Background: an optimization exercise with open tools, aiming at small area and a short achievable clock period. Do not read the settings as production practice.
Only simulation tests tie the RTL to the original design; equivalence was not proved.
No activity file was given, so power comes from the tool's default toggle rates.

--- run.sh ---
#!/bin/bash
# synth_recipe.tcl (not shown) runs the flow's synth.tcl, then flattens the netlist and writes it again
# the make line also repeats each setting of config.mk as NAME=value (left out here)
make -C /OpenROAD-flow-scripts/flow DESIGN_CONFIG=/design/flow/config.mk WORK_HOME=/design/flow/orfs CLKGATE_MAP_FILE= SYNTH_SCRIPT=/design/flow/synth_recipe.tcl finish
--- design.v ---
package dds_pkg;
    localparam int SAMPLE_W   = 8;
    localparam int PHASE_W    = 32;
    localparam int GAIN_W     = 16;
    localparam int GAIN_RADIX = 8;
    localparam int ROM_DEPTH  = 256;
    localparam int ROM_AW     = $clog2(ROM_DEPTH);
    typedef enum logic [7:0] {
        CTRL        = 8'h00,
        RAW         = 8'h04,
        STEP        = 8'h08,
        FM_RAW      = 8'h0C,
        FM_GAIN     = 8'h10,
        FM_OFFSET   = 8'h14,
        AM_RAW      = 8'h18,
        AM_GAIN     = 8'h1C,
        AM_OFFSET   = 8'h20,
        NOISE_GAIN  = 8'h24,
        ROM_WR      = 8'h28,
        STAT_CTRL   = 8'h2C,
        STAT_LIMIT  = 8'h30,
        STAT_MINMAX = 8'h34,
        STAT_COUNT  = 8'h38
    } reg_addr_e;
    typedef enum logic [1:0] {
        SRC_RAW = 2'd0,
        SRC_INA = 2'd1,
        SRC_INB = 2'd2
    } src_sel_e;
    typedef enum logic [1:0] {
        OUT_RAW = 2'd0,
        OUT_DDS = 2'd1,
        OUT_INA = 2'd2,
        OUT_INB = 2'd3
    } out_sel_e;
    typedef struct packed {
        logic                       enable;
        logic [PHASE_W-1:0]         step;
        logic [1:0]                   fm_sel;
        logic signed [SAMPLE_W-1:0] fm_raw;
        logic signed [GAIN_W-1:0]   fm_gain;
        logic signed [PHASE_W-1:0]  fm_offset;
    } dds_cfg_t;
    typedef struct packed {
        logic [1:0]                   out_sel;
        logic signed [SAMPLE_W-1:0] raw;
        logic [1:0]                   am_sel;
        logic signed [SAMPLE_W-1:0] am_raw;
        logic signed [GAIN_W-1:0]   am_gain;
        logic signed [GAIN_W-1:0]   am_offset;
        logic signed [SAMPLE_W-1:0] noise_gain;
    } mix_cfg_t;
    typedef struct packed {
        logic                valid;
        logic [ROM_AW-1:0]   addr;
        logic [SAMPLE_W-1:0] data;
    } rom_wr_t;
    typedef struct packed {
        logic        clear;
        logic        enable;
        logic [31:0] limit;
    } stat_cfg_t;
    typedef struct packed {
        logic signed [SAMPLE_W-1:0] min;
        logic signed [SAMPLE_W-1:0] max;
        logic [31:0]                count;
    } stat_res_t;
endpackage
`timescale 1ns/1ps
import dds_pkg::*;
module dds_block (
    input  logic                       clk,
    input  logic                       rst_n,
    input  logic                       psel,
    input  logic                       penable,
    input  logic                       pwrite,
    input  logic [31:0]                paddr,
    input  logic [31:0]                pwdata,
    input  logic signed [SAMPLE_W-1:0] ina_data,
    input  logic signed [SAMPLE_W-1:0] inb_data,
    output logic [31:0]                prdata,
    output logic signed [SAMPLE_W-1:0] dds_data_out
);
    logic [7:0]  addr;
    logic        addr_hit;
    logic        wr_en;
    assign addr     = paddr[7:0];
    assign addr_hit = (paddr[31:8] == '0);
    assign wr_en    = psel && penable && pwrite && addr_hit;
    logic [1:0]  out_sel, fm_sel, am_sel;
    logic        enable;
    logic [7:0]  raw, fm_raw, am_raw, noise_gain;
    logic [31:0] step, fm_offset, stat_limit;
    logic [15:0] fm_gain, am_gain, am_offset;
    logic        stat_clear, stat_en;
    always_ff @(posedge clk) begin
        if (!rst_n) begin
            out_sel    <= '0;
            enable     <= 1'b0;
            fm_sel     <= '0;
            am_sel     <= '0;
            raw        <= '0;
            step       <= '0;
            fm_raw     <= '0;
            fm_gain    <= '0;
            fm_offset  <= '0;
            am_raw     <= '0;
            am_gain    <= '0;
            am_offset  <= '0;
            noise_gain <= '0;
            stat_clear <= 1'b0;
            stat_en    <= 1'b0;
            stat_limit <= '0;
        end else begin
            stat_clear <= 1'b0;
            if (wr_en) begin
                case (addr)
                    CTRL: begin
                        out_sel <= pwdata[1:0];
                        enable  <= pwdata[2];
                        fm_sel  <= pwdata[5:4];
                        am_sel  <= pwdata[7:6];
                    end
                    RAW:        raw        <= pwdata[7:0];
                    STEP:       step       <= pwdata;
                    FM_RAW:     fm_raw     <= pwdata[7:0];
                    FM_GAIN:    fm_gain    <= pwdata[15:0];
                    FM_OFFSET:  fm_offset  <= pwdata;
                    AM_RAW:     am_raw     <= pwdata[7:0];
                    AM_GAIN:    am_gain    <= pwdata[15:0];
                    AM_OFFSET:  am_offset  <= pwdata[15:0];
                    NOISE_GAIN: noise_gain <= pwdata[7:0];
                    STAT_CTRL: begin
                        stat_clear <= pwdata[0];
                        stat_en    <= pwdata[1];
                    end
                    STAT_LIMIT: stat_limit <= pwdata;
                    default: ;
                endcase
            end
        end
    end
    function automatic logic [2:0] booth_dig(input logic [7:0] x, input int j);
        logic [8:0] xe;
        logic b2, b1, b0;
        xe = {x, 1'b0};
        b2 = xe[2*j+2];
        b1 = xe[2*j+1];
        b0 = xe[2*j];
        booth_dig = {b2, (b2 & ~b1 & ~b0) | (~b2 & b1 & b0), b1 ^ b0};
    endfunction
    function automatic logic [24:0] booth_row(input logic [2:0] d, input logic [15:0] m);
        logic [16:0] mag;
        mag = d[0] ? {m[15], m} : d[1] ? {m, 1'b0} : 17'd0;
        booth_row = {{8{mag[16] ^ d[2]}}, mag ^ {17{d[2]}}};
    endfunction
    function automatic logic [4:0] b8_dig(input logic [7:0] x, input int j);
        logic [9:0] xe;
        logic b3, b2, b1, b0;
        xe = {x[7], x, 1'b0};
        {b3, b2, b1, b0} = xe[3*j +: 4];
        b8_dig = {b3,
                  (b2 != b3) && (b2 == b1) && (b1 == b0),
                  (b2 != b3) && (b1 != b0),
                  (b2 != b1) && (b1 == b0),
                  (b2 == b3) && (b1 != b0)};
    endfunction
    function automatic logic [4:0] dig_sel(input logic [1:0] sel, input logic [4:0] r,
                                           input logic [4:0] a, input logic [4:0] b);
        case (sel)
            2'd0:    dig_sel = r;
            2'd1:    dig_sel = a;
            2'd2:    dig_sel = b;
            default: dig_sel = 5'd0;
        endcase
    endfunction
    function automatic logic [18:0] b8_urow(input logic [4:0] d, input logic [15:0] m,
                                            input logic [17:0] m3);
        logic [18:0] mag, t;
        mag = ({19{d[0]}} & {{3{m[15]}}, m}) |
              ({19{d[1]}} & {{2{m[15]}}, m, 1'b0}) |
              ({19{d[2]}} & {m3[17], m3}) |
              ({19{d[3]}} & {m[15], m, 2'b0});
        t = mag ^ {19{d[4]}};
        b8_urow = {~t[18], t[17:0]};
    endfunction
    function automatic logic [17:0] b4_urow(input logic [2:0] d, input logic [15:0] m);
        logic [17:0] mag, t;
        mag = d[0] ? {{2{m[15]}}, m} : d[1] ? {m[15], m, 1'b0} : 18'd0;
        t = mag ^ {18{d[2]}};
        b4_urow = {~t[17], t[16:0]};
    endfunction
    logic [17:0] fm_g3;
    logic [4:0]  fd0, fd1, fd2;
    logic [24:0] fr0, fr1, fr2, fr3, fs1, fc1, fs2, fc2;
    always_comb begin
        fm_g3 = {{2{fm_gain[15]}}, fm_gain} + {fm_gain[15], fm_gain, 1'b0};
        fd0 = dig_sel(fm_sel, b8_dig(fm_raw, 0), b8_dig(ina_data, 0), b8_dig(inb_data, 0));
        fd1 = dig_sel(fm_sel, b8_dig(fm_raw, 1), b8_dig(ina_data, 1), b8_dig(inb_data, 1));
        fd2 = dig_sel(fm_sel, b8_dig(fm_raw, 2), b8_dig(ina_data, 2), b8_dig(inb_data, 2));
        fr0 = {6'b0, b8_urow(fd0, fm_gain, fm_g3)};
        fr1 = {3'b0, b8_urow(fd1, fm_gain, fm_g3), 2'b0, fd0[4]};
        fr2 = {b8_urow(fd2, fm_gain, fm_g3), 2'b0, fd1[4], 3'b0};
        fr3 = {2'b0, fm_offset[14:0], 1'b0, fd2[4], 6'b0};
        fs1 = fr0 ^ fr1 ^ fr2;
        fc1 = ((fr0 & fr1) | (fr0 & fr2) | (fr1 & fr2)) << 1;
        fs2 = fs1 ^ fc1 ^ fr3;
        fc2 = ((fs1 & fc1) | (fs1 & fr3) | (fc1 & fr3)) << 1;
    end
    logic [24:0] fm_s, fm_c;
    logic [16:0] fm_hm3;          
    logic        fm_hmax, fm_hmin;
    always_ff @(posedge clk) begin
        fm_s    <= fs2;
        fm_c    <= fc2;
        fm_hm3  <= fm_offset[31:15] - 17'd3;
        fm_hmax <= (fm_offset[31:15] == 17'h0FFFF);
        fm_hmin <= (fm_offset[31:15] == 17'h10000);
    end
    logic        fm_cin8;
    logic [17:0] fm_v;
    logic        fm_ovp, fm_ovn;
    logic [31:0] pa0, pa1, pa2, pa3, pa4;
    logic [31:0] ps1, pc1, ps2, pc2, ps3, pc3;
    logic [31:0] ph_main, ph_ps, ph_psm1, ph_next;
    logic [31:0] phase;
    logic [24:0] fm_sum;
    always_comb begin
        fm_sum  = fm_s + fm_c;
        fm_cin8 = fm_s[8] ^ fm_c[8] ^ fm_sum[8];
        fm_v    = {1'b0, fm_sum[24:8]};
        fm_ovp  = fm_hmax && (fm_v >= 18'd107520);
        fm_ovn  = fm_hmin && (fm_v < 18'd74752);
        pa0 = phase;
        pa1 = step;
        pa2 = {fm_hm3, 15'd23552};
        pa3 = {15'b0, fm_s[24:8]};
        pa4 = {15'b0, fm_c[24:8]};
        ps1 = pa0 ^ pa1 ^ pa2;
        pc1 = ((pa0 & pa1) | (pa0 & pa2) | (pa1 & pa2)) << 1;
        ps2 = ps1 ^ pc1 ^ pa3;
        pc2 = ((ps1 & pc1) | (ps1 & pa3) | (pc1 & pa3)) << 1;
        ps3 = ps2 ^ pc2 ^ pa4;
        pc3 = (((ps2 & pc2) | (ps2 & pa4) | (pc2 & pa4)) << 1) | {31'b0, fm_cin8};
        ph_main = ps3 + pc3;
        ph_ps   = phase + step;
        ph_psm1 = (phase ^ step ^ 32'hFFFF_FFFF) +
                  (((phase & step) | phase | step) << 1);
        if (fm_ovp)      ph_next = ph_psm1 ^ 32'h8000_0000;
        else if (fm_ovn) ph_next = ph_ps ^ 32'h8000_0000;
        else             ph_next = ph_main;
    end
    always_ff @(posedge clk) begin
        if (!rst_n || !enable) phase <= '0;
        else                   phase <= ph_next;
    end
    logic [2:0]   tick;
    logic [511:0] pos0, pos1, pos2, pos3;
    always_ff @(posedge clk) tick <= tick + 3'd1;
    logic        new_wr;
    logic [7:0]  wa0, wd0, wa1, wd1;
    logic        wv0, wf0, wv1;
    logic [1:0]  kinj;
    logic [2:0]  tinj;
    logic        inj0, inj1;
    logic [7:0]  bus0, bus1;
    assign new_wr = rst_n && wr_en && (addr == ROM_WR);
    assign kinj   = ~tick[1:0];
    assign tinj   = {1'b0, kinj} + tick + 3'd1;
    assign inj0   = wv0 && (wa0[7:6] == kinj);
    assign inj1   = wv1 && (wa1[7:6] == kinj);
    assign bus0   = wd0 ^ {8{~tinj[2]}};
    assign bus1   = wd1 ^ {8{~tinj[2]}};
    always_ff @(posedge clk) begin
        if (new_wr) begin
            wa0 <= pwdata[15:8];
            wd0 <= pwdata[7:0];
        end
        wv0 <= new_wr || (wv0 && !inj0);
        wf0 <= new_wr;
        if (new_wr && wv0 && !inj0) begin
            wa1 <= wa0;
            wd1 <= wd0;
        end
        wv1 <= (new_wr && wv0 && !inj0) || (wv1 && !inj1);
    end
    logic [511:0] head;
    logic [63:0]  sel0, sel1, keep;
    always_comb begin
        for (int r = 0; r < 64; r++) begin
            sel0[r] = inj0 && (wa0[5:0] == r[5:0]);
            sel1[r] = inj1 && (wa1[5:0] == r[5:0]) && !sel0[r];
            keep[r] = !(sel0[r] || sel1[r]);
            head[8*r +: 8] = ~((pos3[8*r +: 8] & {8{keep[r]}}) |
                               (bus0 & {8{sel0[r]}}) | (bus1 & {8{sel1[r]}}));
        end
    end
    always_ff @(posedge clk) begin
        pos0 <= head;
        pos1 <= pos0;
        pos2 <= pos1;
        pos3 <= pos2;
    end
    function automatic logic [7:0] mux64(input logic [511:0] v, input logic [5:0] s);
        logic [7:0] l1 [16];
        logic [7:0] l2 [4];
        for (int i = 0; i < 16; i++) begin
            case (s[1:0])
                2'd0: l1[i] = v[8*(4*i)   +: 8];
                2'd1: l1[i] = v[8*(4*i+1) +: 8];
                2'd2: l1[i] = v[8*(4*i+2) +: 8];
                default: l1[i] = v[8*(4*i+3) +: 8];
            endcase
        end
        for (int i = 0; i < 4; i++) begin
            case (s[3:2])
                2'd0: l2[i] = l1[4*i];
                2'd1: l2[i] = l1[4*i+1];
                2'd2: l2[i] = l1[4*i+2];
                default: l2[i] = l1[4*i+3];
            endcase
        end
        case (s[5:4])
            2'd0: mux64 = l2[0];
            2'd1: mux64 = l2[1];
            2'd2: mux64 = l2[2];
            default: mux64 = l2[3];
        endcase
    endfunction
    logic [7:0]  ra;
    logic [2:0]  rpos;
    logic [7:0]  rc0, rc1, rc2, rc3, rring;
    logic        hit0, hit1;
    logic signed [7:0] dds_sample;
    assign ra   = phase[31:24];
    assign rpos = {1'b0, ra[7:6]} + tick;
    assign rc0  = mux64(pos0, ra[5:0]);
    assign rc1  = mux64(pos1, ra[5:0]);
    assign rc2  = mux64(pos2, ra[5:0]);
    assign rc3  = mux64(pos3, ra[5:0]);
    always_comb begin
        case (rpos[1:0])
            2'd0: rring = rc0;
            2'd1: rring = rc1;
            2'd2: rring = rc2;
            default: rring = rc3;
        endcase
        rring = rring ^ {8{rpos[2]}};
    end
    assign hit0 = wv0 && !wf0 && (wa0 == ra);
    assign hit1 = wv1 && (wa1 == ra);
    always_ff @(posedge clk) begin
        dds_sample <= hit0 ? wd0 : hit1 ? wd1 : rring;
    end
    logic [7:0] out_src;
    always_comb begin
        case (out_sel)
            OUT_RAW: out_src = raw;
            OUT_DDS: out_src = dds_sample;
            OUT_INA: out_src = ina_data;
            default: out_src = inb_data;
        endcase
    end
    logic [7:0]  lfsr;
    logic [7:0]  stage1_sample, stage1_noise;
    logic [2:0]  nd0, nd1, nd2, nd3;
    logic [15:0] nr0, nr1, nr2, nr3, nr4, ns1, nc1, ns2, nc2, ns3, nc3, nprod;
    always_comb begin
        nd0 = booth_dig(lfsr, 0);
        nd1 = booth_dig(lfsr, 1);
        nd2 = booth_dig(lfsr, 2);
        nd3 = booth_dig(lfsr, 3);
        nr0 = 16'(booth_row(nd0, {{8{noise_gain[7]}}, noise_gain}));
        nr1 = 16'(booth_row(nd1, {{8{noise_gain[7]}}, noise_gain}) << 2);
        nr2 = 16'(booth_row(nd2, {{8{noise_gain[7]}}, noise_gain}) << 4);
        nr3 = 16'(booth_row(nd3, {{8{noise_gain[7]}}, noise_gain}) << 6);
        nr4 = {9'b0, nd3[2], 1'b0, nd2[2], 1'b0, nd1[2], 1'b0, nd0[2]};
        ns1 = nr0 ^ nr1 ^ nr2;
        nc1 = ((nr0 & nr1) | (nr0 & nr2) | (nr1 & nr2)) << 1;
        ns2 = nr3 ^ nr4 ^ ns1;
        nc2 = ((nr3 & nr4) | (nr3 & ns1) | (nr4 & ns1)) << 1;
        ns3 = nc1 ^ ns2 ^ nc2;
        nc3 = ((nc1 & ns2) | (nc1 & nc2) | (ns2 & nc2)) << 1;
        nprod = ns3 + nc3;
    end
    always_ff @(posedge clk) begin
        if (!rst_n) begin
            lfsr          <= '1;
            stage1_sample <= '0;
            stage1_noise  <= '0;
        end else begin
            lfsr          <= {lfsr[6:0], lfsr[7] ^ lfsr[5] ^ lfsr[4] ^ lfsr[3]};
            stage1_sample <= out_src;
            stage1_noise  <= nprod[15:8];
        end
    end
    logic [17:0] am_g3;
    logic [4:0]  ad0, ad1, ad2;
    logic [25:0] ar0, ar1, ar2, ar3, as1, ac1, as2, ac2;
    always_comb begin
        am_g3 = {{2{am_gain[15]}}, am_gain} + {am_gain[15], am_gain, 1'b0};
        ad0 = dig_sel(am_sel, b8_dig(am_raw, 0), b8_dig(ina_data, 0), b8_dig(inb_data, 0));
        ad1 = dig_sel(am_sel, b8_dig(am_raw, 1), b8_dig(ina_data, 1), b8_dig(inb_data, 1));
        ad2 = dig_sel(am_sel, b8_dig(am_raw, 2), b8_dig(ina_data, 2), b8_dig(inb_data, 2));
        ar0 = {7'b0, b8_urow(ad0, am_gain, am_g3)};
        ar1 = {4'b0, b8_urow(ad1, am_gain, am_g3), 2'b0, ad0[4]};
        ar2 = {1'b0, b8_urow(ad2, am_gain, am_g3), 2'b0, ad1[4], 3'b0};
        ar3 = {2'b0, ~am_offset[15], am_offset[14:0], 1'b0, ad2[4], 6'b0};
        as1 = ar0 ^ ar1 ^ ar2;
        ac1 = ((ar0 & ar1) | (ar0 & ar2) | (ar1 & ar2)) << 1;
        as2 = as1 ^ ac1 ^ ar3;
        ac2 = ((as1 & ac1) | (as1 & ar3) | (ac1 & ar3)) << 1;
    end
    logic [25:0] am_s, am_c;
    always_ff @(posedge clk) begin
        am_s <= as2;
        am_c <= ac2;
    end
    logic        am_cin8;
    logic [8:0]  am_lo;
    logic [16:0] am_ks, am_kc, am_x;
    logic [15:0] am_factor;
    always_comb begin
        am_lo   = {1'b0, am_s[7:0]} + {1'b0, am_c[7:0]};
        am_cin8 = am_lo[8];
        am_ks   = am_s[24:8] ^ am_c[24:8] ^ 17'd23552;
        am_kc   = (((am_s[24:8] & am_c[24:8]) | (am_s[24:8] & 17'd23552) |
                    (am_c[24:8] & 17'd23552)) << 1) | {16'b0, am_cin8};
        am_x    = am_ks + am_kc;
        if (am_x[16] == am_x[15]) am_factor = am_x[15:0];
        else if (am_x[16])        am_factor = 16'h8000;
        else                      am_factor = 16'h7FFF;
    end
    logic [17:0] mu0, mu1, mu2, mu3;
    logic [2:0]  md0, md1, md2, md3;
    logic [24:0] mr0, mr1, mr2, mr3, mr4;
    logic [24:0] ms1, mc1, ms2, mc2, ms3, mc3;
    always_comb begin
        md0  = booth_dig(stage1_sample, 0);
        md1  = booth_dig(stage1_sample, 1);
        md2  = booth_dig(stage1_sample, 2);
        md3  = booth_dig(stage1_sample, 3);
        mu0  = b4_urow(md0, am_factor);
        mu1  = b4_urow(md1, am_factor);
        mu2  = b4_urow(md2, am_factor);
        mu3  = b4_urow(md3, am_factor);
        mr0  = {7'b0, mu0};
        mr1  = {5'b0, mu1, 1'b0, md0[2]};
        mr2  = {3'b0, mu2, 1'b0, md1[2], 2'b0};
        mr3  = {1'b0, mu3, 1'b0, md2[2], 4'b0};
        mr4  = 25'h56_0000 | {9'b0, ~stage1_noise[7], stage1_noise[6:0], 1'b0, md3[2], 6'b0};
        ms1  = mr0 ^ mr1 ^ mr2;
        mc1  = ((mr0 & mr1) | (mr0 & mr2) | (mr1 & mr2)) << 1;
        ms2  = mr3 ^ mr4 ^ ms1;
        mc2  = ((mr3 & mr4) | (mr3 & ms1) | (mr4 & ms1)) << 1;
        ms3  = mc1 ^ ms2 ^ mc2;
        mc3  = ((mc1 & ms2) | (mc1 & mc2) | (ms2 & mc2)) << 1;
    end
    logic [24:0] mod_s, mod_c;
    always_ff @(posedge clk) begin
        mod_s <= ms3;
        mod_c <= mc3;
    end
    logic [24:0] mod_sum;
    logic [16:0] mv;
    logic [7:0]  y8;
    logic        in_rng, sat_neg;
    always_comb begin
        mod_sum = mod_s + mod_c;
        mv      = mod_sum[24:8];
        y8      = mv[7:0] ^ 8'h80;
        in_rng  = (mv[16:8] == 9'h100);
        sat_neg = !mv[16];
        if (in_rng)       dds_data_out = y8;
        else if (sat_neg) dds_data_out = 8'h80;
        else              dds_data_out = 8'h7F;
    end
    logic signed [7:0] st_min, st_max;
    logic [31:0]       st_count;
    logic              take, lt_min, gt_max;
    assign take = stat_en && (st_count < stat_limit);
    always_comb begin
        if (in_rng) begin
            lt_min = $signed(y8) < st_min;
            gt_max = $signed(y8) > st_max;
        end else if (sat_neg) begin
            lt_min = st_min != -8'sd128;
            gt_max = 1'b0;
        end else begin
            lt_min = 1'b0;
            gt_max = st_max != 8'sd127;
        end
    end
    always_ff @(posedge clk) begin
        if (!rst_n) begin
            st_min   <= '0;
            st_max   <= '0;
            st_count <= '0;
        end else if (stat_clear) begin
            st_min   <= 8'sh7F;
            st_max   <= -8'sd128;
            st_count <= '0;
        end else if (take) begin
            st_count <= st_count + 32'd1;
            if (st_count == '0) begin
                st_min <= dds_data_out;
                st_max <= dds_data_out;
            end else begin
                if (lt_min) st_min <= dds_data_out;
                if (gt_max) st_max <= dds_data_out;
            end
        end
    end
    logic [31:0] rd;
    logic        rd_en;
    logic [31:0] rd_q;
    logic        rd_mm, rd_cnt;
    assign rd_en = psel && !pwrite && addr_hit;
    always_comb begin
        rd = '0;
        if (rd_en) begin
            case (addr)
                CTRL:        rd = {24'b0, am_sel, fm_sel, 1'b0, enable, out_sel};
                RAW:         rd = {24'b0, raw};
                STEP:        rd = step;
                FM_RAW:      rd = {24'b0, fm_raw};
                FM_GAIN:     rd = {16'b0, fm_gain};
                FM_OFFSET:   rd = fm_offset;
                AM_RAW:      rd = {24'b0, am_raw};
                AM_GAIN:     rd = {16'b0, am_gain};
                AM_OFFSET:   rd = {16'b0, am_offset};
                NOISE_GAIN:  rd = {24'b0, noise_gain};
                STAT_CTRL:   rd = {30'b0, stat_en, 1'b0};
                STAT_LIMIT:  rd = stat_limit;
                default:     rd = '0;
            endcase
        end
    end
    always_ff @(posedge clk) begin
        rd_q   <= rd;
        rd_mm  <= rd_en && (addr == STAT_MINMAX);
        rd_cnt <= rd_en && (addr == STAT_COUNT);
    end
    assign prdata = rd_q | ({32{rd_mm}} & {16'b0, st_max, st_min}) |
                    ({32{rd_cnt}} & st_count);
endmodule
--- config.mk ---
export PLATFORM = sky130hd
export DESIGN_NAME = dds_block
export DESIGN_NICKNAME = dds_block
export VERILOG_FILES = /design/flow/design.v
export SDC_FILE = /design/flow/constraint.sdc
export NUM_CORES = 4
export LEC_CHECK = 0
export CAP_MARGIN = 20
export CORE_MARGIN = 2
export CORE_UTILIZATION = 45
export PLACE_DENSITY = 0.6
export SETUP_SLACK_MARGIN = 4.5
export SLEW_MARGIN = 20
--- constraint.sdc ---
create_clock -name core_clock -period 9.0 [get_ports {clk}]
set_input_delay 1.8000 -clock core_clock [delete_from_list [all_inputs] [get_ports {clk}]]
set_output_delay 1.8000 -clock core_clock [all_outputs]
set_load 0.01 [all_outputs]
==> results.json, run 1 <==
{
  "number_of_i_o_pins": 125,
  "tritoncts": "yes",
  "area.growth.synth_to_final_pct": 16.23,
  "worstPathRequired_ps": 9790,
  "status": "no timing/DRC/antenna violations",
  "die_y_um": 495.8,
  "cap_violations": 0,
  "synth_ff_type": "sky130_fd_sc_hd__dfxtp_1",
  "whs_ps": 300.8,
  "detail-route-antenna-nets": 0,
  "final_critical_path_share_of_the_clock_period_pct": 62.11,
  "effective_utilization_at_floorplan_pct": 45.25,
  "finalHoldViolations": 0,
  "synth_sequential_area_ratio_pct": 47.47,
  "placedCellCount": 13050,
  "cts_root_buf": "sky130_fd_sc_hd__clkbuf_16",
  "critical_path_peak_fanout": 6,
  "globalRoute.totalOverflow": 0,
  "portBuffers": 124,
  "core.rowCount": 180,
  "drt_pass1_iterations": 10,
  "synth_seq_cells": 2565,
  "cts_inserted_buffers": 284,
  "max-slew-margin-rel_pct": 15.21,
  "vias_per_cell": 6.053,
  "grt_start_max_net_pins": 145,
  "setup.worst_path.start": "am_s[5]",
  "grt_first_pass_wirelength_mm": 539.8,
  "power_mw": 23.79,
  "die-width_um": 495.8,
  "static-leakage-power_nw": 46.81,
  "pwr_density_cell_mw_per_mm2": 188.1,
  "fin_setup_tns_ps": 0,
  "place_hpwl_mm": 249.7,
  "post-route-min-period_ps": 5590,
  "worst_clock_skew_ps": 66.25,
  "critical_path.reg2reg.startpoint": "am_s[5]",
  "drc": 0,
  "core_region_area_mm2": 0.2405,
  "most_common_cell_after_layout_fill_and_taps_aside": "sky130_fd_sc_hd__dfxtp_1",
  "global_route.usage.total_pct": 29.54,
  "cts-htree-levels": 5,
  "synth_edf_count": 32,
  "post_synth_instance_area_mm2": 0.1088,
  "wirelength_mm": 374.7,
  "n_fill_cell": 20940,
  "postSynthCellCount": 10230,
  "achievable-frequency_mhz": 178.9,
  "post_cts_hold_buffer_count": 0,
  "clock-sinks": 2565,
  "utilization_pct": 52.60,
  "post_synth.cell_area_avg_um2": 10.64,
  "yosys_warnings": 9,
  "tightestPinTransition_ps": 1269,
  "grt_antenna_before_repair": 17,
  "syn-num-nets": 10870,
  "worst_hold_path_type": "register to register",
  "globalplace.congestion": 0.9827,
  "setup.worst_path.end_class": "register",
  "finalSetupViolCount": 0,
  "final_cell_mix": "2475 x sky130_fd_sc_hd__dfxtp_1, 971 x sky130_fd_sc_hd__a21oi_1, 958 x sky130_fd_sc_hd__nor2_1",
  "grt_pass1_vias": 80990,
  "insertion_delay_ps": 940,
  "peakVddDrop_v": 0.0001670,
  "crit_type": "register to register",
  "rsz_0062_raised_after_global_routing": "yes",
  "final_number_of_max_transition_violations": 0,
  "die_area_mm2": 0.2458,
  "drive_gt1_share_pct": 17.94,
  "finish.net_count": 10960,
  "layoutNonFillerInstCount": 13710,
  "yosysUniqueCellTypes": 81,
  "clk_transition_reported_paths_ps": 60,
  "hold_start": "pos1[39]",
  "critical_path.startpoint_type": "register",
  "synthArstFlopShare_pct": 0,
  "drt-wirelength-per-cell_um": 27.34,
  "worst_ep_arrival_time_ps": 6380,
  "drt-initial-drc-count": 9476,
  "clock_path_buffers": 4,
  "vias": 82970
}
==> state kept, by name (all words and copies together) (netlist names), 17 cells and up <==
name	count
am_c	21
am_s	23
fm_c	20
fm_hm3	17
fm_offset	32
fm_s	23
mod_c	21
mod_s	21
phase	32
pos0	512
pos1	512
pos2	512
pos3	512
rd_q	32
st_count	32
stat_limit	32
step	32
==> per-layer routing <==
layer  routed length (um)  up-vias  track usage [%]
met4                17660        6            12.86
met2               166100     4197            45.12
met3                36800      858            7.564
li1                     -    36750                -
met5                  103        -           0.2317
met1               154100    41160            39.63
==> worst max-delay path, stage by stage (launching register included) <==
cell and delay, ps:
sky130_fd_sc_hd__dfxtp_1 300, sky130_fd_sc_hd__ha_1 280, sky130_fd_sc_hd__and3_1 170, sky130_fd_sc_hd__a31o_2 200, sky130_fd_sc_hd__a21o_1 150, sky130_fd_sc_hd__a21o_1 160
sky130_fd_sc_hd__ha_2 190, sky130_fd_sc_hd__fa_2 340, sky130_fd_sc_hd__a21o_1 170, sky130_fd_sc_hd__a21oi_2 170, sky130_fd_sc_hd__o21bai_2 100, sky130_fd_sc_hd__a31oi_4 190
sky130_fd_sc_hd__buf_6 140, sky130_fd_sc_hd__a21oi_4 70, sky130_fd_sc_hd__o311ai_4 270, sky130_fd_sc_hd__buf_8 150, sky130_fd_sc_hd__buf_8 120, sky130_fd_sc_hd__buf_12 110
sky130_fd_sc_hd__nor2_4 60, sky130_fd_sc_hd__nand2_1 190, sky130_fd_sc_hd__o21ai_0 120, sky130_fd_sc_hd__a22o_1 290, sky130_fd_sc_hd__fa_1 550, sky130_fd_sc_hd__inv_2 50
sky130_fd_sc_hd__fa_2 540, sky130_fd_sc_hd__fa_1 400
==> final timing paths <==
| path | to | slack [ps] | cells after the start |
|---|---|---|---|
| setup / recovery | mod_s[12] | 3410 | 25 |
| hold / removal | pos2[39] | 300 | 0 |
| setup reg to reg | mod_s[12] | 3410 | 25 |
| hold reg to reg | pos2[39] | 300 | 0 |
==> metrics by stage <==
| stage | worst slack (ps) | area [um^2] |
|---|---|---|
| finish | 3410 | 126500 |
| detailed placement | 2389 | 113500 |
| global placement | 2400 | 113500 |
| floorplan | 3696 | 109100 |
| global route | 3268 | 126500 |
| CTS | 3385 | 125200 |
==> synth_stat cells, types with 44 or more instances <==
cell type | number | area [um^2]
sky130_fd_sc_hd__a21o_1 | 94 | 705.7
sky130_fd_sc_hd__inv_1 | 444 | 1667
sky130_fd_sc_hd__buf_2 | 60 | 300.3
sky130_fd_sc_hd__nand2_1 | 916 | 3438
sky130_fd_sc_hd__ha_1 | 373 | 4667
sky130_fd_sc_hd__o22ai_1 | 45 | 281.5
sky130_fd_sc_hd__mux2i_1 | 120 | 1201
sky130_fd_sc_hd__dfxtp_1 | 2533 | 50710
sky130_fd_sc_hd__buf_1 | 64 | 240.2
sky130_fd_sc_hd__mux4_2 | 649 | 14620
sky130_fd_sc_hd__a222oi_1 | 62 | 620.6
sky130_fd_sc_hd__xor2_1 | 128 | 1121
sky130_fd_sc_hd__nor3_1 | 91 | 455.4
sky130_fd_sc_hd__a31oi_1 | 54 | 337.8
sky130_fd_sc_hd__fa_1 | 178 | 3563
sky130_fd_sc_hd__a211oi_1 | 354 | 2658
sky130_fd_sc_hd__nand3_1 | 85 | 425.4
sky130_fd_sc_hd__nor2_1 | 976 | 3664
sky130_fd_sc_hd__o21ai_0 | 394 | 1972
sky130_fd_sc_hd__clkbuf_1 | 536 | 2012
sky130_fd_sc_hd__a22oi_1 | 114 | 855.8
sky130_fd_sc_hd__a21oi_1 | 1011 | 5060
sky130_fd_sc_hd__xnor2_1 | 270 | 2365
sky130_fd_sc_hd__nand2b_1 | 44 | 275.3
==> kinds of logic after synthesis <==
family,after synthesis,share of synthesized area [%]
mux,778,14.63
buf+inv,1147,4.187
fa+ha+maj,563,7.672
xor+xnor,398,3.203
simple gates,2344,8.998
compound gates,2437,13.84
flops,2565,47.47
==> cell type report <==
cell class                      count  area, um^2  share of cell area, %
Antenna cell                        4       10.01               0.007912
Clock buffer                      400        8247                  6.519
Clock inverter                     82        1028                 0.8130
Inverter                          451        1710                  1.352
Multi-Input combinational cell   6524       55000                  43.47
Sequential cell                  2565       51810                  40.95
Tap cell                         3185        3985                  3.150
Timing Repair Buffer              496        4723                  3.733
==> repair_timing <==
| action | in CTS | in global routing |
|---|---|---|
| pin swaps | 91 | 99 |
| setup buffers | 109 | 44 |
| setup endpoints to repair | 132 | 145 |
| cloned | 10 | 4 |
| gates resized for setup | 328 | 198 |
==> power by group <==
group	leakage [nW]	internal [mW]	switching [mW]
combinational	20.9	0.291	0.391
sequential	21.3	11.4	0.0332
clock	4.56	6.98	4.69
==> run 2, diff against run 1 <==
--- a/design.v
+++ b/design.v
@@ -396,8 +396,10 @@
     end
     logic [17:0] am_g3;
+    logic [16:0] am_offs;         
     logic [4:0]  ad0, ad1, ad2;
     logic [25:0] ar0, ar1, ar2, ar3, as1, ac1, as2, ac2;
     always_comb begin
         am_g3 = {{2{am_gain[15]}}, am_gain} + {am_gain[15], am_gain, 1'b0};
+        am_offs = {am_offset[15], am_offset} + 17'd56320;
         ad0 = dig_sel(am_sel, b8_dig(am_raw, 0), b8_dig(ina_data, 0), b8_dig(inb_data, 0));
         ad1 = dig_sel(am_sel, b8_dig(am_raw, 1), b8_dig(ina_data, 1), b8_dig(inb_data, 1));
@@ -406,5 +408,5 @@
         ar1 = {4'b0, b8_urow(ad1, am_gain, am_g3), 2'b0, ad0[4]};
         ar2 = {1'b0, b8_urow(ad2, am_gain, am_g3), 2'b0, ad1[4], 3'b0};
-        ar3 = {2'b0, ~am_offset[15], am_offset[14:0], 1'b0, ad2[4], 6'b0};
+        ar3 = {1'b0, am_offs, 1'b0, ad2[4], 6'b0};
         as1 = ar0 ^ ar1 ^ ar2;
         ac1 = ((ar0 & ar1) | (ar0 & ar2) | (ar1 & ar2)) << 1;
@@ -417,15 +419,10 @@
         am_c <= ac2;
     end
-    logic        am_cin8;
-    logic [8:0]  am_lo;
-    logic [16:0] am_ks, am_kc, am_x;
+    logic [24:0] am_sum;
+    logic [16:0] am_x;
     logic [15:0] am_factor;
     always_comb begin
-        am_lo   = {1'b0, am_s[7:0]} + {1'b0, am_c[7:0]};
-        am_cin8 = am_lo[8];
-        am_ks   = am_s[24:8] ^ am_c[24:8] ^ 17'd23552;
-        am_kc   = (((am_s[24:8] & am_c[24:8]) | (am_s[24:8] & 17'd23552) |
-                    (am_c[24:8] & 17'd23552)) << 1) | {16'b0, am_cin8};
-        am_x    = am_ks + am_kc;
+        am_sum = am_s[24:0] + am_c[24:0];
+        am_x   = am_sum[24:8];
         if (am_x[16] == am_x[15]) am_factor = am_x[15:0];
         else if (am_x[16])        am_factor = 16'h8000;
==> run 2 against run 1 <==
Compared with the run above: critical path type is now register to output port; wire length up 1.6%; cell area up 1.0%; power rose by 0.87%; first-iteration DRC count up 1.3%; clock skew up 26 ps.
==> results.json, run 2 <==
{
  "critical_path_peak_fanout": 6,
  "place_hpwl_mm": 252.7,
  "pwr_density_cell_mw_per_mm2": 187.7,
  "peakVddDrop_v": 0.0002242,
  "grt_first_pass_wirelength_mm": 550.2,
  "drt-wirelength-per-cell_um": 27.65,
  "utilization_pct": 53.09,
  "synth_ff_type": "sky130_fd_sc_hd__dfxtp_1",
  "status": "no timing/DRC/antenna violations",
  "worst-r2r-cell-count": 32,
  "detail-route-antenna-nets": 0,
  "vias": 83460,
  "post_synth.cell_area_avg_um2": 10.69,
  "static-leakage-power_nw": 47.26,
  "post_synth_instance_area_mm2": 0.1091,
  "yosys_warnings": 9,
  "clock-sinks": 2565,
  "final_number_of_max_transition_violations": 0,
  "timing.critical_path.buf_inv": 3,
  "post-route-min-period_ps": 5641,
  "wirelength_mm": 380.6,
  "whs_endpoint": "pos1[396]",
  "final_critical_path_share_of_the_clock_period_pct": 62.68,
  "yosys-top-cells-area": "sky130_fd_sc_hd__dfxtp_1 46%, sky130_fd_sc_hd__mux4_2 13%, sky130_fd_sc_hd__ha_1 4.1%",
  "synthArstFlopShare_pct": 0,
  "grt_start_max_net_pins": 96,
  "worstPathRequired_ps": 7200,
  "cts_inserted_buffers": 287,
  "post_cts_hold_buffer_count": 0,
  "critical_path.reg2reg.endpoint": "st_min[7]",
  "syn-num-nets": 10830,
  "critical_path.max_stage_delay_ps": 400,
  "clock_path_buffers": 4,
  "drive_gt1_share_pct": 18.93,
  "drc": 0,
  "synth_edf_count": 32,
  "vias_per_cell": 6.064,
  "critical_path.reg2reg.startpoint": "mod_s[13]",
  "cts-htree-levels": 5,
  "finalHoldViolations": 0,
  "drt_pass1_iterations": 13,
  "die_area_mm2": 0.2465,
  "die-width_um": 496.5,
  "core_region_area_mm2": 0.2408,
  "netlist.top_cell.by_area": "sky130_fd_sc_hd__dfxtp_1",
  "crit_type": "register to output port",
  "grt_antenna_before_repair": 13,
  "min_path_cells": 0,
  "critical-path-top-delay-family": "compound AO/OA/AOI/OAI gates",
  "cp_slowest_cell": "sky130_fd_sc_hd__a2111oi_4",
  "globalRoute.totalOverflow": 0,
  "max-slew-margin-rel_pct": 17.18,
  "yosysUniqueCellTypes": 93,
  "worst_clock_skew_ps": 92.05,
  "finish.net_count": 10990,
  "die_y_um": 496.5,
  "setup.worst_path.end_class": "output port",
  "cap_violations": 0,
  "finalSetupViolCount": 0,
  "worst_ep_arrival_time_ps": 3840,
  "portBuffers": 124,
  "most_used_standard_cell_by_instance_count_after_synthesis": "sky130_fd_sc_hd__dfxtp_1",
  "crit_path_cell_trace": "ha_2 -> and4_4 -> a221o_1 -> a21oi_4 -> o21ba_4 -> o211ai_1 -> a2111oi_4 -> buf_4 -> nand4_1 -> buf_4 -> nand2_4 -> buf_6",
  "yosys.area.top_type_share_pct": 46.46,
  "cts_root_buf": "sky130_fd_sc_hd__clkbuf_16",
  "core.rowCount": 180,
  "ys_top_cells_by_count": "2533 x sky130_fd_sc_hd__dfxtp_1, 932 x sky130_fd_sc_hd__nand2_1, 916 x sky130_fd_sc_hd__nor2_1",
  "tightestPinTransition_ps": 1233,
  "drt-initial-drc-count": 9602,
  "grt_pass1_vias": 81840,
  "global_route.usage.total_pct": 30.07,
  "final_cell_mix": "2480 x sky130_fd_sc_hd__dfxtp_1, 916 x sky130_fd_sc_hd__nand2_1, 893 x sky130_fd_sc_hd__nor2_1",
  "globalplace.congestion": 1.022,
  "area.growth.synth_to_final_pct": 17.12,
  "critical_path.startpoint_type": "register",
  "synth_sequential_area_ratio_pct": 47.34,
  "insertion_delay_ps": 970,
  "clk_transition_reported_paths_ps": 60,
  "achievable-frequency_mhz": 177.3,
  "tritoncts": "yes",
  "rsz_0062_raised_after_global_routing": "yes",
  "worst_path_most_repeated_cell": "sky130_fd_sc_hd__buf_4",
  "reg2reg_setup_slack_ps": 3370,
  "hold_start": "pos0[396]",
  "effective_utilization_at_floorplan_pct": 45.33,
  "worst_hold_path_type": "register to register",
  "fin_setup_tns_ps": 0,
  "synth_seq_cells": 2565,
  "most_common_cell_after_layout_fill_and_taps_aside": "sky130_fd_sc_hd__dfxtp_1",
  "postSynthCellCount": 10210,
  "number_of_i_o_pins": 125
}
[run 2: changes by cell type after synthesis, sizes merged, moves of 20 or more]
cell,delta
nor2b,+54
a21oi,-148
mux2i,-20
nor2,-59
a21boi,+146
inv,-39
[run 2: layout make-up]
type                    instances  area [um^2]
clock inverters               104         1267
repair buffers                558         5303
flip-flops and latches       2565        51790
clock buffers                 388         8247
diodes                          5        12.51
inverters                     413         1574
repair inverters                1        8.758
fillers                     20630       112900
well taps                    3185         3985
multi-input cells            6545        55640
[run 2: worst reg2reg max path, delay by kind of cell, from the launching register on]
family | cells | cell delay [ps]
compound gates | 6 | 1550
simple gates | 2 | 380
fa+ha+maj | 1 | 320
buf+inv | 23 | 2950
flops | 1 | 320
[run 2: kinds of logic after synthesis]
kind of cell	count (synthesis)	synth area share, %
AND/OR/NAND/NOR	2337	9.060
XOR/XNOR	384	3.081
flip-flops	2565	47.34
buffers and inverters	1106	4.028
AO/OA/AOI/OAI	2505	14.74
multiplexers	750	14.14
adder cells (fa/ha/maj)	564	7.617
[run 2: where the power goes]
group          total, mW  internal [mW]  switching (mW)
combinational      0.662          0.330           0.333
sequential          11.4           11.4          0.0289
clock               11.9           7.16            4.75
total               24.0           18.9            5.11
[run 2: how the worst max path moves through the flow]
stage | startpoint | end | slack [ps] | cells past startpoint
3_3_place_gp | ina_data[2] | fm_s[14] | 3330 | 11
4_1_cts | mod_c[11] | dds_data_out[6] | 3430 | 12
2_1_floorplan | am_s[6] | mod_s[9] | 4330 | 16
3_5_place_dp | ina_data[2] | fm_s[18] | 3330 | 10
5_1_grt | mod_c[11] | dds_data_out[7] | 3230 | 13
6_report | mod_s[13] | dds_data_out[7] | 3360 | 12
[run 2: timing repair]
| action | in CTS | in global routing |
|---|---|---|
| resized for setup | 406 | 222 |
| pin swaps | 123 | 114 |
| setup endpoints to repair | 144 | 132 |
| cloned | 10 | 4 |
| setup buffers | 162 | 67 |
[run 2: metal layers]
metal | track usage, % | wire length, um | share of wire (%)
met1 | 39.00 | 151000 | 40
met2 | 47.15 | 171500 | 45
met3 | 6.288 | 34380 | 9.0
met5 | 0 | 19 | 0.0050
met4 | 16.17 | 23750 | 6.2
[run 2: metrics by stage]
step / setup slack [ps] / cells / hold slack, ps / cell area [um^2] / power, mW
after floorplan: 4334 / 10210 / 325.9 / 109300 / 11.97
after global placement: 3331 / 13020 / 327.1 / 113600 / 12.16
after detailed placement: 3334 / 13020 / 330.9 / 113600 / 12.17
after CTS: 3429 / 13690 / 288.9 / 126200 / 24.05
after global routing: 3225 / 13760 / 292.2 / 127800 / 24.61
final: 3359 / 13760 / 288.1 / 127800 / 24.00
==> run 3, diff against run 2 <==
--- a/config.mk
+++ b/config.mk
@@ -9,4 +9,6 @@
 export CORE_MARGIN = 2
 export CORE_UTILIZATION = 45
+export CTS_CLUSTER_DIAMETER = 100
+export CTS_CLUSTER_SIZE = 24
 export PLACE_DENSITY = 0.6
 export SETUP_SLACK_MARGIN = 4.5
==> run 3 against run 2 <==
Compared with the run above: still clean; critical path depth did not move; sequential power barely moved; via count shrank 1.8%; final cell count decreased by 2.2%; critical path type unchanged; highest routed layer unchanged.
==> results.json, run 3 <==
{
  "status": "no timing/DRC/antenna violations",
  "drc": 0,
  "die-width_um": 496.5,
  "core_region_area_mm2": 0.2408,
  "static-leakage-power_nw": 44.53,
  "cts_inserted_buffers": 133,
  "synth_seq_cells": 2565,
  "rsz_0062_raised_after_global_routing": "yes",
  "critical_path_peak_fanout": 6,
  "clock-sinks": 2565,
  "yosys.area.top_type_share_pct": 46.46,
  "worst_path_most_repeated_cell": "sky130_fd_sc_hd__a21o_1",
  "crit_type": "register to output port",
  "clock_path_buffers": 3,
  "most_used_standard_cell_by_instance_count_after_synthesis": "sky130_fd_sc_hd__dfxtp_1",
  "cap_violations": 0,
  "final_critical_path_share_of_the_clock_period_pct": 62.25,
  "critical_path.reg2reg.endpoint": "st_min[7]",
  "peakVddDrop_v": 0.0001981,
  "drt-initial-drc-count": 9535,
  "synth_sequential_area_ratio_pct": 47.34,
  "synth_edf_count": 32,
  "cts-htree-levels": 4,
  "critical_path.reg2reg.startpoint": "mod_s[11]",
  "post-route-min-period_ps": 5603,
  "vias": 81950,
  "die_y_um": 496.5,
  "metal2_wl_mm": 170.6,
  "achievable-frequency_mhz": 178.5,
  "tritoncts": "yes",
  "global_route.usage.total_pct": 29.59,
  "cp_slowest_cell": "sky130_fd_sc_hd__a2111oi_4",
  "yosys-top-cells-area": "sky130_fd_sc_hd__dfxtp_1 46%, sky130_fd_sc_hd__mux4_2 13%, sky130_fd_sc_hd__ha_1 4.1%",
  "synth_ff_type": "sky130_fd_sc_hd__dfxtp_1",
  "cts_root_buf": "sky130_fd_sc_hd__clkbuf_16",
  "drt_pass1_iterations": 13,
  "endpoint": "dds_data_out[6]",
  "worst-r2r-cell-count": 33,
  "yosys_warnings": 9,
  "worst_clock_skew_ps": 44.64,
  "synthArstFlopShare_pct": 0,
  "clk_transition_reported_paths_ps": 90,
  "critical_path.startpoint_type": "register",
  "reg2reg_setup_slack_ps": 3750,
  "yosysUniqueCellTypes": 93,
  "tightestPinTransition_ps": 1216,
  "crit_path_cell_trace": "ha_4 -> a21o_1 -> a21o_1 -> a221o_1 -> a21oi_4 -> o21ba_4 -> o211ai_1 -> a2111oi_4 -> nand3_2 -> buf_4 -> o21a_1 -> buf_2",
  "effective_utilization_at_floorplan_pct": 45.33,
  "critical_path.max_stage_delay_ps": 360,
  "setup.worst_path.end_class": "output port",
  "worstPathRequired_ps": 7200,
  "grt_first_pass_wirelength_mm": 540.9,
  "post_synth.cell_area_avg_um2": 10.69,
  "netlist.top_cell.by_area": "sky130_fd_sc_hd__dfxtp_1",
  "globalplace.congestion": 1.022,
  "grt_antenna_before_repair": 15,
  "syn-num-nets": 10830,
  "final_design_area_no_fill_mm2": 0.1222,
  "wirelength_mm": 374.4,
  "route.layer.met1.wl_mm": 150.0,
  "area.growth.synth_to_final_pct": 11.98,
  "pwr_density_cell_mw_per_mm2": 155.0,
  "globalRoute.totalOverflow": 0,
  "detail-route-antenna-nets": 0,
  "worst_ep_arrival_time_ps": 3800,
  "drt-wirelength-per-cell_um": 27.82,
  "insertion_delay_ps": 860,
  "finish.net_count": 10840,
  "fin_setup_tns_ps": 0,
  "route.met3.wl_mm": 32.92,
  "vias_per_cell": 6.089,
  "postSynthCellCount": 10210,
  "grt_pass1_vias": 79590,
  "post_synth_instance_area_mm2": 0.1091,
  "post_cts_hold_buffer_count": 0,
  "number_of_i_o_pins": 125,
  "dpl_cell_area_mm2": 0.1136,
  "die_area_mm2": 0.2465,
  "max-slew-margin-rel_pct": 18.28,
  "drive_gt1_share_pct": 16.80,
  "most_common_cell_after_layout_fill_and_taps_aside": "sky130_fd_sc_hd__dfxtp_1",
  "finalHoldViolations": 0,
  "core.rowCount": 180,
  "portBuffers": 124,
  "setup.worst_path.start": "mod_s[11]",
  "place_hpwl_mm": 252.7,
  "ys_top_cells_by_count": "2533 x sky130_fd_sc_hd__dfxtp_1, 932 x sky130_fd_sc_hd__nand2_1, 916 x sky130_fd_sc_hd__nor2_1",
  "worst_hold_path_type": "register to register",
  "grt_start_max_net_pins": 102,
  "finalSetupViolCount": 0,
  "final_cell_mix": "2478 x sky130_fd_sc_hd__dfxtp_1, 919 x sky130_fd_sc_hd__nand2_1, 894 x sky130_fd_sc_hd__nor2_1",
  "final_number_of_max_transition_violations": 0,
  "highest_layer": "met5"
}
## run 3: area by class of cell
| cell class | instances | area [um^2] |
|---|---|---|
| fillers | 21130 | 118500 |
| multi-input cells | 6542 | 55500 |
| flip-flops and latches | 2565 | 51780 |
| repair buffers | 566 | 5358 |
| well taps | 3185 | 3985 |
| clock buffers | 146 | 3428 |
| inverters | 413 | 1585 |
| clock inverters | 32 | 551.8 |
| diodes | 8 | 20.02 |
| repair inverters | 1 | 8.758 |
## run 3: worst min path at each step
stage	from	depth (start not counted)	to
after floorplan	pos0[112]	0	pos1[112]
after global placement	pos0[459]	0	pos1[459]
after detailed placement	pos2[272]	0	pos3[272]
after CTS	pos1[97]	0	pos2[97]
after global routing	pos1[404]	0	pos2[404]
final	pos0[444]	0	pos1[444]
## run 3: cell families after synthesis
group | after synthesis | synth area share, %
buffers and inverters | 1106 | 4.028
adder cells (fa/ha/maj) | 564 | 7.617
multiplexers | 750 | 14.14
flip-flops | 2565 | 47.34
XOR/XNOR | 384 | 3.081
AND/OR/NAND/NOR | 2337 | 9.060
AO/OA/AOI/OAI | 2505 | 14.74
## run 3: metal layers
metal,up-vias,GRT usage [%]
li1,36440,-
met1,40630,38.80
met2,4012,47.20
met3,862,5.840
met4,10,13.65
met5,-,0
## run 3: critical path: cells and delay by family, from the launching register on
kind	cells	cell delay, ps
adder cells (fa/ha/maj)	1	250
AO/OA/AOI/OAI	8	1840
flip-flops	1	340
buffers and inverters	2	350
AND/OR/NAND/NOR	1	210
## run 3: power breakdown
part | switching, mW | total (mW) | leakage, nW | internal (mW)
Sequential | 0.0292 | 11.4 | 21.3 | 11.4
Combinational | 0.346 | 0.705 | 21.3 | 0.359
Clock | 3.97 | 6.82 | 1.92 | 2.85
Total | 4.35 | 18.9 | 44.5 | 14.6
## run 3: stage by stage
stage                     hold WS (ps)  setup slack [ps]  power [mW]  std cells  utilization, %
after floorplan                  325.9              4334       11.97      10210               -
after global placement           327.1              3331       12.16      13020           47.19
after detailed placement         330.9              3334       12.17      13020           47.19
after CTS                        330.9              3492       18.91      13360           50.01
after global routing             335.1              3304       19.47      13460           50.76
final                            329.6              3397       18.94      13460           50.77
## run 3: timing repair
action	in CTS	in global routing
cloned	7	1
buffers inserted	153	86
gates resized for setup	374	248
endpoints found under the setup margin	150	135
pin swaps	116	140
==> run 4, diff against run 3 <==
--- a/config.mk
+++ b/config.mk
@@ -8,8 +8,8 @@
 export CAP_MARGIN = 20
 export CORE_MARGIN = 2
-export CORE_UTILIZATION = 45
+export CORE_UTILIZATION = 55
 export CTS_CLUSTER_DIAMETER = 100
 export CTS_CLUSTER_SIZE = 24
-export PLACE_DENSITY = 0.6
+export PLACE_DENSITY = 0.7
 export SETUP_SLACK_MARGIN = 4.5
 export SLEW_MARGIN = 20
==> run 4 against run 3 <==
Compared with the run above: synthesized cell count did not move; sequential power barely moved; wire length rose by 2.2%; maximum frequency rose by 1.3%; power fell by 1.1%; count of clock-buffer cells in the layout fell by 3; largest cell class unchanged; largest power group unchanged; highest routed layer unchanged.
==> results.json, run 4 <==
{
  "wirelength_mm": 382.6,
  "hold_start": "pos0[238]",
  "static-leakage-power_nw": 44.22,
  "worst-r2r-cell-count": 21,
  "drt-initial-drc-count": 10100,
  "finalWorstSetupSlack_ps": 3469,
  "ys_top_cells_by_count": "2533 x sky130_fd_sc_hd__dfxtp_1, 932 x sky130_fd_sc_hd__nand2_1, 916 x sky130_fd_sc_hd__nor2_1",
  "portBuffers": 124,
  "grt_antenna_before_repair": 21,
  "worstPathRequired_ps": 7200,
  "die_y_um": 449.5,
  "grt_first_pass_wirelength_mm": 548.8,
  "critical_path.startpoint_type": "register",
  "synth_sequential_area_ratio_pct": 47.34,
  "achievable-frequency_mhz": 180.8,
  "synth_ff_type": "sky130_fd_sc_hd__dfxtp_1",
  "worst_clock_skew_ps": 52.43,
  "number_of_i_o_pins": 125,
  "drive_gt1_share_pct": 16.73,
  "yosys-top-cells-area": "sky130_fd_sc_hd__dfxtp_1 46%, sky130_fd_sc_hd__mux4_2 13%, sky130_fd_sc_hd__ha_1 4.1%",
  "place_hpwl_mm": 271.2,
  "finalHoldViolations": 0,
  "post-route-min-period_ps": 5531,
  "critical_path_peak_fanout": 7,
  "yosysUniqueCellTypes": 93,
  "grt_start_max_net_pins": 109,
  "finalSetupViolCount": 0,
  "vias_per_cell": 6.493,
  "clock_path_buffers": 3,
  "critical_path.reg2reg.endpoint": "mod_s[11]",
  "drt-wirelength-per-cell_um": 29.76,
  "post_cts_hold_buffer_count": 0,
  "setup.worst_path.end_class": "output port",
  "peakVddDrop_v": 0.0001979,
  "cts_inserted_buffers": 132,
  "synthArstFlopShare_pct": 0,
  "clk_transition_reported_paths_ps": 100,
  "postSynthCellCount": 10210,
  "globalplace.congestion": 1.059,
  "worst_ep_arrival_time_ps": 3730,
  "worst_hold_path_type": "register to register",
  "core_region_area_mm2": 0.1972,
  "yosys.area.top_type_share_pct": 46.46,
  "clock-sinks": 2565,
  "cts_root_buf": "sky130_fd_sc_hd__clkbuf_16",
  "tightestPinTransition_ps": 1174,
  "critical_path.reg2reg.startpoint": "am_s[6]",
  "yosys_warnings": 9,
  "synth_seq_cells": 2565,
  "post_synth.cell_area_avg_um2": 10.69,
  "drc": 0,
  "final_cell_mix": "2476 x sky130_fd_sc_hd__dfxtp_1, 914 x sky130_fd_sc_hd__nand2_1, 878 x sky130_fd_sc_hd__nor2_1",
  "final_critical_path_share_of_the_clock_period_pct": 61.46,
  "insertion_delay_ps": 850,
  "tritoncts": "yes",
  "min_path_cells": 0,
  "area.sequential_mm2": 0.05180,
  "status": "no timing/DRC/antenna violations",
  "core.rowCount": 163,
  "post_synth_instance_area_mm2": 0.1091,
  "dpl_cell_area_mm2": 0.1131,
  "pwr_density_cell_mw_per_mm2": 154.5,
  "die_area_mm2": 0.2020,
  "effective_utilization_at_floorplan_pct": 55.34,
  "crit_type": "register to output port",
  "die-width_um": 449.5,
  "n_fill_cell": 15800,
  "globalRoute.totalOverflow": 0,
  "vias": 83480,
  "syn-num-nets": 10830,
  "finish.net_count": 10790,
  "drt_pass1_iterations": 10,
  "reg2reg_setup_slack_ps": 4010,
  "power_mw": 18.73,
  "max-slew-margin-rel_pct": 21.52,
  "fin_setup_tns_ps": 0,
  "cap_violations": 0,
  "detail-route-antenna-nets": 0,
  "final_design_area_no_fill_mm2": 0.1212,
  "synth_edf_count": 32,
  "rsz_0062_raised_after_global_routing": "yes",
  "utilization_pct": 61.45,
  "final_number_of_max_transition_violations": 0,
  "cts-htree-levels": 4,
  "whs_endpoint": "pos1[238]",
  "place_worst_setup_slack_ps": 2928,
  "multi_input_area_mm2": 0.05581,
  "grt_pass1_vias": 80610,
  "netlist.top_cell.by_area": "sky130_fd_sc_hd__dfxtp_1",
  "most_used_standard_cell_by_instance_count_after_synthesis": "sky130_fd_sc_hd__dfxtp_1",
  "area.growth.synth_to_final_pct": 11.04,
  "global_route.usage.total_pct": 36.69,
  "most_common_cell_after_layout_fill_and_taps_aside": "sky130_fd_sc_hd__dfxtp_1"
}
run 4: cell counts after synthesis:
Identical to the previous run, type by type.
run 4: through the flow:
| step | cells | hold WS, ps |
|---|---|---|
| after floorplan | 10210 | 325.9 |
| final | 12860 | 333.3 |
| after global placement | 12490 | 327.3 |
| after CTS | 12790 | 332.9 |
| after detailed placement | 12490 | 330.9 |
| after global routing | 12850 | 335.8 |
run 4: area by class of cell:
type | instances | share of cell area (%)
antenna | 9 | 0.01858
sequential | 2565 | 42.74
inverter | 413 | 1.292
tap | 2640 | 2.726
clock buffer | 143 | 2.812
clock inverter | 28 | 0.3686
multi-input combinational | 6543 | 46.05
timing repair buffer | 515 | 3.993
run 4: worst max-delay path: stages, from the launching register on:
cell and delay [ps]:
sky130_fd_sc_hd__dfxtp_1 380, sky130_fd_sc_hd__ha_4 240, sky130_fd_sc_hd__and4_4 210, sky130_fd_sc_hd__a221o_1 400, sky130_fd_sc_hd__a21oi_4 240, sky130_fd_sc_hd__o21ba_4 170, sky130_fd_sc_hd__o211ai_1 130, sky130_fd_sc_hd__a2111oi_4 360
sky130_fd_sc_hd__buf_6 200, sky130_fd_sc_hd__nand3_4 130, sky130_fd_sc_hd__o21a_1 250, sky130_fd_sc_hd__buf_2 160
run 4: worst max path at each step:
stage                         start               to  slack (ps)  cells past startpoint
final                     mod_s[13]  dds_data_out[1]        3470                     11
after global routing      mod_s[11]  dds_data_out[1]        3370                     12
after CTS                 mod_s[11]  dds_data_out[3]        3470                     12
after detailed placement   mod_s[5]  dds_data_out[1]        2930                     11
after global placement     mod_s[5]  dds_data_out[1]        2810                     11
after floorplan             am_s[6]         mod_s[9]        4330                     16
run 4: kinds of logic after synthesis:
group                    after synthesis  share of synthesized area, %
AO/OA/AOI/OAI                       2505                         14.74
AND/OR/NAND/NOR                     2337                         9.060
adder cells (fa/ha/maj)              564                         7.617
buffers and inverters               1106                         4.028
flip-flops                          2565                         47.34
multiplexers                         750                         14.14
XOR/XNOR                             384                         3.081
run 4: metal layers:
layer,share of wire [%],global-route usage [%],up-vias
li1,-,-,36360
met1,38,46.66,41220
met5,0.024,0,-
met2,45,56.99,4793
met3,9.7,7.426,1091
met4,7.8,24.03,14
run 4: power by group:
group | switching, mW | internal [mW] | total (mW)
combinational | 0.362 | 0.274 | 0.636
clock | 3.87 | 2.81 | 6.68
sequential | 0.0250 | 11.4 | 11.4
run 4: repair_timing:
| item | CTS | global route |
|---|---|---|
| gates cloned | 6 | 4 |
| endpoints found under the setup margin | 184 | 123 |
| pin swaps | 147 | 123 |
| buffers inserted | 122 | 56 |
| resized for setup | 377 | 227 |
==> run 5, diff against run 4 <==
--- a/design.v
+++ b/design.v
@@ -459,5 +459,12 @@
         mod_c <= mc3;
     end
+    function automatic logic top_is(input logic [8:0] a, input logic [8:0] b,
+                                    input logic [8:0] k, input logic cin);
+        logic [8:0] need;
+        need   = {(a[7:0] & b[7:0]) | ((a[7:0] ^ b[7:0]) & ~k[7:0]), cin};
+        top_is = &(~(a ^ b ^ k ^ need));
+    endfunction
     logic [24:0] mod_sum;
+    logic [16:0] mod_lo;
     logic [16:0] mv;
     logic [7:0]  y8;
@@ -465,7 +472,9 @@
     always_comb begin
         mod_sum = mod_s + mod_c;
+        mod_lo  = {1'b0, mod_s[15:0]} + {1'b0, mod_c[15:0]};
         mv      = mod_sum[24:8];
         y8      = mv[7:0] ^ 8'h80;
-        in_rng  = (mv[16:8] == 9'h100);
+        in_rng  = mod_lo[16] ? top_is(mod_s[24:16], mod_c[24:16], 9'h100, 1'b1)
+                             : top_is(mod_s[24:16], mod_c[24:16], 9'h100, 1'b0);
         sat_neg = !mv[16];
         if (in_rng)       dds_data_out = y8;
==> run 5 against run 4 <==
Compared with the run above: synthesized area shrank 0.24%; largest cell class unchanged; still clean; die area shrank 0.24%; highest routed layer unchanged; maximum frequency shrank 0.70%; critical path depth grew 3.
==> results.json, run 5 <==
{
  "status": "no timing/DRC/antenna violations",
  "post_cts_hold_buffer_count": 0,
  "power_mw": 18.59,
  "synthArstFlopShare_pct": 0,
  "synth_seq_cells": 2565,
  "synth_edf_count": 32,
  "final_cell_mix": "2481 x sky130_fd_sc_hd__dfxtp_1, 1009 x sky130_fd_sc_hd__a21oi_1, 917 x sky130_fd_sc_hd__nor2_1",
  "finalWorstSetupSlack_ps": 3429,
  "clock_path_buffers": 3,
  "tightestPinTransition_ps": 1245,
  "cts_inserted_buffers": 130,
  "cap_violations": 0,
  "power_frac_comb_pct": 2.9,
  "grt_pass1_vias": 80220,
  "drt-wirelength-per-cell_um": 27.55,
  "yosys.area.top_type_share_pct": 46.57,
  "worst_ep_arrival_time_ps": 3770,
  "power.share.switching_pct": 22.45,
  "final_critical_path_share_of_the_clock_period_pct": 61.90,
  "grt_start_max_net_pins": 100,
  "die-width_um": 448.9,
  "power.net_switching_mw": 4.173,
  "peakVddDrop_v": 0.0001729,
  "layoutNonFillerInstCount": 12830,
  "max-slew-margin-rel_pct": 16.85,
  "place_hpwl_mm": 239.6,
  "power_frac_clock_pct": 35.7,
  "setup.worst_path.end_class": "output port",
  "critical_path_peak_fanout": 6,
  "rsz_0062_raised_after_global_routing": "yes",
  "achievable-frequency_mhz": 179.5,
  "yosys-top-cells-area": "sky130_fd_sc_hd__dfxtp_1 47%, sky130_fd_sc_hd__mux4_2 13%, sky130_fd_sc_hd__a21oi_1 4.8%",
  "placedCellCount": 12500,
  "effective_utilization_at_floorplan_pct": 55.27,
  "drive_gt1_share_pct": 15.56,
  "grt_first_pass_wirelength_mm": 516.7,
  "ys_top_cells_by_count": "2533 x sky130_fd_sc_hd__dfxtp_1, 1046 x sky130_fd_sc_hd__a21oi_1, 960 x sky130_fd_sc_hd__nor2_1",
  "area.growth.synth_to_final_pct": 9.827,
  "drc": 0,
  "post_synth.cell_area_avg_um2": 10.61,
  "post_synth_instance_area_mm2": 0.1089,
  "postSynthCellCount": 10260,
  "fin_setup_tns_ps": 0,
  "vias_per_cell": 6.494,
  "internal_power_mw": 14.41,
  "global_route.usage.total_pct": 33.85,
  "die_y_um": 448.9,
  "most_common_cell_after_layout_fill_and_taps_aside": "sky130_fd_sc_hd__dfxtp_1",
  "cts_root_buf": "sky130_fd_sc_hd__clkbuf_16",
  "place_worst_setup_slack_ps": 3356,
  "cts-htree-levels": 4,
  "portBuffers": 124,
  "syn-num-nets": 10890,
  "globalRoute.totalOverflow": 0,
  "core_region_area_mm2": 0.1970,
  "static-leakage-power_nw": 43.67,
  "netlist.top_cell.by_area": "sky130_fd_sc_hd__dfxtp_1",
  "clock-sinks": 2565,
  "synth_sequential_area_ratio_pct": 47.45,
  "detail-route-antenna-nets": 0,
  "wirelength_mm": 353.4,
  "finish.net_count": 10780,
  "vias": 83310,
  "clk_transition_reported_paths_ps": 100,
  "drt-initial-drc-count": 11530,
  "finalHoldViolations": 0,
  "core.rowCount": 163,
  "final_number_of_max_transition_violations": 0,
  "n_fill_cell": 15970,
  "worst_clock_skew_ps": 43.43,
  "drt_pass1_iterations": 11,
  "most_used_standard_cell_by_instance_count_after_synthesis": "sky130_fd_sc_hd__dfxtp_1",
  "die_area_mm2": 0.2015,
  "yosys_warnings": 9,
  "synth_ff_type": "sky130_fd_sc_hd__dfxtp_1",
  "worst_hold_path_type": "register to register",
  "yosysUniqueCellTypes": 89,
  "finalSetupViolCount": 0,
  "crit_type": "register to output port",
  "grt_antenna_before_repair": 18,
  "globalplace.congestion": 1.024,
  "tritoncts": "yes",
  "insertion_delay_ps": 850,
  "number_of_i_o_pins": 125,
  "pwr_density_cell_mw_per_mm2": 155.4,
  "post-route-min-period_ps": 5571,
  "worstPathRequired_ps": 7200,
  "critical_path.startpoint_type": "register",
  "power.share.sequential_pct": 61.4
}
-- run 5: timing repair --
action | in CTS | in global routing
cloned | 3 | 2
buffers inserted | 92 | 63
resized for setup | 251 | 262
endpoints found under the setup margin | 118 | 126
pin swaps | 88 | 115
-- run 5: worst paths after layout --
kind	start	end	slack (ps)	cells after the start
worst max-delay path	mod_c[21]	dds_data_out[2]	3430	14
worst min register to register	pos1[489]	pos2[489]	320	0
worst min-delay path	pos1[489]	pos2[489]	320	0
worst max register to register	am_s[9]	mod_s[9]	4110	18
-- run 5: worst max-delay path: stages (launching register included) --
cell and delay (ps):
sky130_fd_sc_hd__dfxtp_2 350, sky130_fd_sc_hd__inv_2 40, sky130_fd_sc_hd__ha_4 240, sky130_fd_sc_hd__xnor2_2 130, sky130_fd_sc_hd__nor4_2 280, sky130_fd_sc_hd__nand4_1 150, sky130_fd_sc_hd__buf_6 160, sky130_fd_sc_hd__or4_1 400
sky130_fd_sc_hd__or3_4 350, sky130_fd_sc_hd__o311ai_4 90, sky130_fd_sc_hd__buf_6 190, sky130_fd_sc_hd__buf_4 120, sky130_fd_sc_hd__nor2_2 60, sky130_fd_sc_hd__a21o_1 210, sky130_fd_sc_hd__buf_2 150
-- run 5: cell families after synthesis --
family	Yosys count	share of synthesized area [%]
simple gates	2304	8.918
xor+xnor	403	3.242
fa+ha+maj	567	7.678
flops	2565	47.45
buf+inv	1128	4.152
mux	745	13.95
compound gates	2552	14.61
-- run 5: final cells by class --
cell class	instances	area (um^2)	area share, %
Antenna cell	5	12.51	0.01046
Clock buffer	136	3297	2.757
Clock inverter	29	495.5	0.4143
Inverter	415	1574	1.316
Multi-Input combinational cell	6573	54860	45.87
Sequential cell	2565	51780	43.30
Tap cell	2640	3303	2.762
Timing Repair Buffer	465	4270	3.571
-- run 5: per-layer routing --
| layer | vias up | routed length, um | GRT usage, % |
|---|---|---|---|
| met5 | - | 64 | 0 |
| met4 | 10 | 18540 | 15.25 |
| met3 | 972 | 41910 | 9.470 |
| met2 | 4936 | 153200 | 50.49 |
| met1 | 41010 | 139700 | 45.92 |
| li1 | 36380 | - | - |
-- run 5: metrics by stage --
| stage | hold slack (ps) | area [um^2] | util (%) |
|---|---|---|---|
| final | 323.0 | 119600 | 60.70 |
| after global routing | 329.2 | 119600 | 60.69 |
| after CTS | 322.0 | 118000 | 59.88 |
| after detailed placement | 330.9 | 112500 | 57.12 |
| after global placement | 327.0 | 112500 | 57.11 |
| after floorplan | 325.7 | 109000 | - |
-- run 5: power groups by stage --
stage	Sequential [mW]	Clock [mW]	Combinational, mW
after floorplan	11.7	0	0.282
after detailed placement	11.7	0	0.480
after global placement	11.7	0	0.468
after CTS	11.4	6.69	0.495
final	11.4	6.64	0.534
after global routing	11.4	7.08	0.577

[re-timing with driven ports]
The flow's constraints put no driver on any port. The routed layouts listed below were extracted and timed again, unchanged, in two steps. Step 1 (the two cells are an assumption about what drives the block):
set clk [get_ports {clk}]
set_driving_cell -lib_cell sky130_fd_sc_hd__clkbuf_16 $clk
set_driving_cell -lib_cell sky130_fd_sc_hd__buf_2 [delete_from_list [all_inputs] $clk]
Step 2 times the ports against the registers' clock, not the clock port: input delays grow and output delays shrink by t, the midpoint of the rising clock arrivals with the driver on. a / b / c = ideal ports / drivers / drivers and shift; a / b = the first two.
run | t (ns) | setup WS [ns] | latest minus earliest clock arrival (ns) | worst slew at a driven data input, ns | cell pins on the clock port's net
run 1 | 1.008 | 3.410 / 3.360 / 3.410 | 0.080 / 0.080 | 0.08 | 1
run 2 | 1.012 | 3.359 / 3.260 / 3.368 | 0.113 / 0.113 | 0.10 | 1
run 3 | 0.941 | 3.397 / 3.297 / 3.734 | 0.060 / 0.060 | 0.09 | 1
run 4 | 0.917 | 3.469 / 3.372 / 3.732 | 0.055 / 0.055 | 0.07 | 1
run 5 | 0.917 | 3.429 / 3.341 / 3.715 | 0.052 / 0.052 | 0.08 | 1
After both steps setup and hold are still met in every run listed.
